From an optimization exercise on the open Yosys and OpenROAD flow, aimed at small area, a short achievable clock period and few clock cycles per item; shortcuts taken in it are not production practice.
Function was checked by simulation only, so behaviour that the tests miss may differ from the original.

==> flow/design.v <==
`timescale 1ns / 1ps
`default_nettype none
module implicit_list_first_fit_allocator (
	input  wire         clk,
	input  wire         arst_n,
	input  wire         cmd_valid,
	output logic        cmd_stall,
	input  wire  [25:0] cmd,
	output logic        rsp_valid,
	input  wire         rsp_stall,
	output logic [13:0] rsp
);
	localparam int U = 256;
	logic [U-1:0] used_q;
	logic [U-1:0] start_q;
	logic         pa_v;
	logic [7:0]   pa_p;
	logic [7:0]   pa_m;
	logic         c_v;
	logic         c_op;
	logic         c_bad;
	logic [7:0]   c_x;
	logic         h_v;
	logic         s_v;
	logic [13:0]  h_d;
	logic [13:0]  s_d;
	wire          in_op  = cmd[25];
	wire  [13:0]  in_rp7 = {1'b0, cmd[24:12]} + 14'd7;
	wire  [9:0]   in_m   = in_rp7[13:4];           
	wire          acc    = cmd_valid && !cmd_stall;
	wire          exec   = c_v && !s_v;
	logic [7:0]   pa_e;
	logic [15:0]  ph_eq, pl_eq, ph_gt, pl_ge, eh_eq, eh_lt, el_le;
	logic [U-1:0] pmask, p_eq, used_e, start_e;
	always_comb begin
		pa_e = pa_p + pa_m;
		for (int j = 0; j < 16; j++) begin
			ph_eq[j] = pa_p[7:4] == 4'(j);
			pl_eq[j] = pa_p[3:0] == 4'(j);
			ph_gt[j] = 4'(j) > pa_p[7:4];
			pl_ge[j] = 4'(j) >= pa_p[3:0];
			eh_eq[j] = pa_e[7:4] == 4'(j);
			eh_lt[j] = 4'(j) < pa_e[7:4];
			el_le[j] = 4'(j) <= pa_e[3:0];
		end
		for (int i = 0; i < U; i++) begin
			p_eq[i]  = ph_eq[i/16] & pl_eq[i%16];
			pmask[i] = pa_v & (ph_gt[i/16] | (ph_eq[i/16] & pl_ge[i%16])) &
			           (eh_lt[i/16] | (eh_eq[i/16] & el_le[i%16]));
			used_e[i]  = used_q[i] | pmask[i];
			start_e[i] = pmask[i] ? p_eq[i] : start_q[i];
		end
	end
	logic [U-1:0] f [0:8];      
	logic [U-1:0] v [0:8];      
	logic [U-1:0] win;
	always_comb begin
		f[0] = ~used_q;
		v[0] = ~used_q;
		for (int k = 0; k < 8; k++) begin
			for (int i = 0; i < U; i++) begin
				if (i + (1 << k) < U) begin
					f[k+1][i] = f[k][i] & f[k][i + (1 << k)];
					v[k+1][i] = (v[k][i] & !c_x[k]) | (f[k][i] & v[k][i + (1 << k)]);
				end else begin
					f[k+1][i] = 1'b0;
					v[k+1][i] = v[k][i] & !c_x[k];
				end
			end
		end
		win = v[8] & ~pmask;
	end
	logic [15:0]  uh_eq, ul_eq, uh_gt, ul_gt, ul_ge;
	logic [U-1:0] u_eq, u_ge, bstart, sv;
	logic         match;
	logic         u_used;
	always_comb begin
		for (int j = 0; j < 16; j++) begin
			uh_eq[j] = c_x[7:4] == 4'(j);
			ul_eq[j] = c_x[3:0] == 4'(j);
			uh_gt[j] = 4'(j) > c_x[7:4];
			ul_gt[j] = 4'(j) > c_x[3:0];
			ul_ge[j] = 4'(j) >= c_x[3:0];
		end
		for (int i = 0; i < U; i++) begin
			u_eq[i] = uh_eq[i/16] & ul_eq[i%16];
			u_ge[i] = uh_gt[i/16] | (uh_eq[i/16] & ul_ge[i%16]);
			if (i == 0) bstart[i] = used_e[i] ? start_e[i] : 1'b1;
			else        bstart[i] = used_e[i] ? start_e[i] : used_e[i-1];
		end
		for (int i = 0; i < U; i++) begin
			if (i + 1 < U)
				sv[i] = (!used_e[i+1] | start_e[i+1]) &
				        (uh_gt[(i+1)/16] | (uh_eq[(i+1)/16] & ul_gt[(i+1)%16]));
			else
				sv[i] = 1'b0;
		end
		match  = |(u_eq & bstart);
		u_used = |(u_eq & used_e);
	end
	logic [U-1:0] pe_in;
	logic [U-1:0] ip;           
	logic [U-1:0] po;           
	logic [15:0]  g_any, gp, gpi, g_first;
	logic [3:0]   g_idx [0:15];
	logic [3:0]   pe_hi, pe_lo;
	logic         pe_any;
	function automatic logic [15:0] pfx16(input logic [15:0] a);
		logic [15:0] r;
		r = a;
		for (int d = 1; d < 16; d = d * 2)
			for (int j = 15; j >= 0; j--)
				if ((j / d) % 2 == 1) r[j] = r[j] | r[(j / d) * d - 1];
		pfx16 = r;
	endfunction
	function automatic logic [3:0] tidx16(input logic [15:0] t);
		logic [3:0] r;
		r[3] = !t[7];
		r[2] = (!t[3] & t[7]) | !t[11];
		r[1] = (!t[1] & t[3]) | (!t[5] & t[7]) | (!t[9] & t[11]) | !t[13];
		r[0] = (!t[0] & t[1]) | (!t[2] & t[3]) | (!t[4] & t[5]) | (!t[6] & t[7]) |
		       (!t[8] & t[9]) | (!t[10] & t[11]) | (!t[12] & t[13]) | !t[14];
		tidx16 = r;
	endfunction
	always_comb begin
		pe_in = c_op ? sv : win;
		for (int g = 0; g < 16; g++) begin
			ip[16*g +: 16] = pfx16(pe_in[16*g +: 16]);
			g_any[g] = |pe_in[16*g +: 16];
			g_idx[g] = tidx16(ip[16*g +: 16]);
		end
		gpi = pfx16(g_any);
		gp  = {gpi[14:0], 1'b0};
		for (int i = 0; i < U; i++) po[i] = gp[i/16] | ip[i];
		g_first = g_any & ~gp;
		pe_any  = gpi[15];
		pe_hi   = tidx16(gpi);
		pe_lo   = '0;
		for (int g = 0; g < 16; g++) pe_lo = pe_lo | (g_idx[g] & {4{g_first[g]}});
	end
	logic [U-1:0] fmask;
	always_comb begin
		for (int i = 0; i < U; i++)
			fmask[i] = u_ge[i] & ((i == 0) ? 1'b1 : !po[i-1]);
	end
	logic         ok;
	logic         do_free;
	logic         do_alloc;
	logic [13:0]  res;
	always_comb begin
		if (c_op) ok = !c_bad && match;
		else      ok = !c_bad && pe_any;
		do_free  = exec && c_op && ok && u_used;
		do_alloc = exec && !c_op && ok;
		if (c_op)    res = ok ? 14'd0 : {2'd2, 12'd0};
		else if (ok) res = {2'd0, pe_hi, pe_lo, 4'd8};
		else         res = {2'd1, 12'd0};
	end
	always_ff @(posedge clk or negedge arst_n) begin
		if (!arst_n) begin
			used_q <= '0;
			pa_v   <= 1'b0;
		end else begin
			for (int i = 0; i < U; i++)
				used_q[i] <= used_e[i] & !(do_free & fmask[i]);
			pa_v <= do_alloc;
		end
	end
	always_ff @(posedge clk) begin
		start_q <= start_e;
		if (do_alloc) begin
			pa_p <= {pe_hi, pe_lo};
			pa_m <= c_x;
		end
	end
	always_ff @(posedge clk or negedge arst_n) begin
		if (!arst_n) begin
			c_v <= 1'b0;
			h_v <= 1'b0;
			s_v <= 1'b0;
		end else begin
			if (acc)       c_v <= 1'b1;
			else if (exec) c_v <= 1'b0;
			if (h_v && !rsp_stall) begin
				if (s_v) begin
					s_v <= exec;
				end else begin
					h_v <= exec;
				end
			end else if (exec) begin
				if (h_v) s_v <= 1'b1;
				else     h_v <= 1'b1;
			end
		end
	end
	always_ff @(posedge clk) begin
		if (acc) begin
			c_op  <= in_op;
			c_x   <= in_op ? cmd[11:4] : in_m[7:0];
			c_bad <= in_op ? (cmd[3:0] != 4'd8) : (in_m[9:8] != 2'd0);
		end
		if (h_v && !rsp_stall) begin
			if (s_v) begin
				h_d <= s_d;
				if (exec) s_d <= res;
			end else begin
				h_d <= res;
			end
		end else if (exec) begin
			if (h_v) s_d <= res;
			else     h_d <= res;
		end
	end
	assign cmd_stall = c_v && s_v;
	assign rsp_valid = h_v;
	assign rsp       = h_d;
endmodule
`default_nettype wire
make LEC_CHECK=0 CAP_MARGIN=20 CORE_MARGIN=2 CORE_UTILIZATION=45 SLEW_MARGIN=20 finish   # period 5.5 ns
run.sh (not shown) runs the stock make flow with config.mk's settings and CLKGATE_MAP_FILE= SYNTH_SCRIPT=/design/flow/synth_recipe.tcl, a recipe that flattens the netlist after the stock synthesis.
The baseline failed in 5_1_grt (GRT-0116).
Testbench counts at the start, summed over its fixed seeds: cycles 8,016, items 8,000.
Edit:
--- a/flow/config.mk
+++ b/flow/config.mk
@@ -7,0 +8 @@
+export ABC_AREA = 1
The new run did not get past 5_1_grt.
Synthesized area falls by 9.2%.
Synthesized cell count rises by 22%.
Edit:
--- a/flow/config.mk
+++ b/flow/config.mk
@@ -11 +11,2 @@
-export CORE_UTILIZATION = 45
+export CORE_UTILIZATION = 30
+export GPL_TIMING_DRIVEN = 0
After rerunning: The changed run failed in 5_1_grt with GRT-0116. Synthesized cell count is unchanged. Area after synthesis does not change.
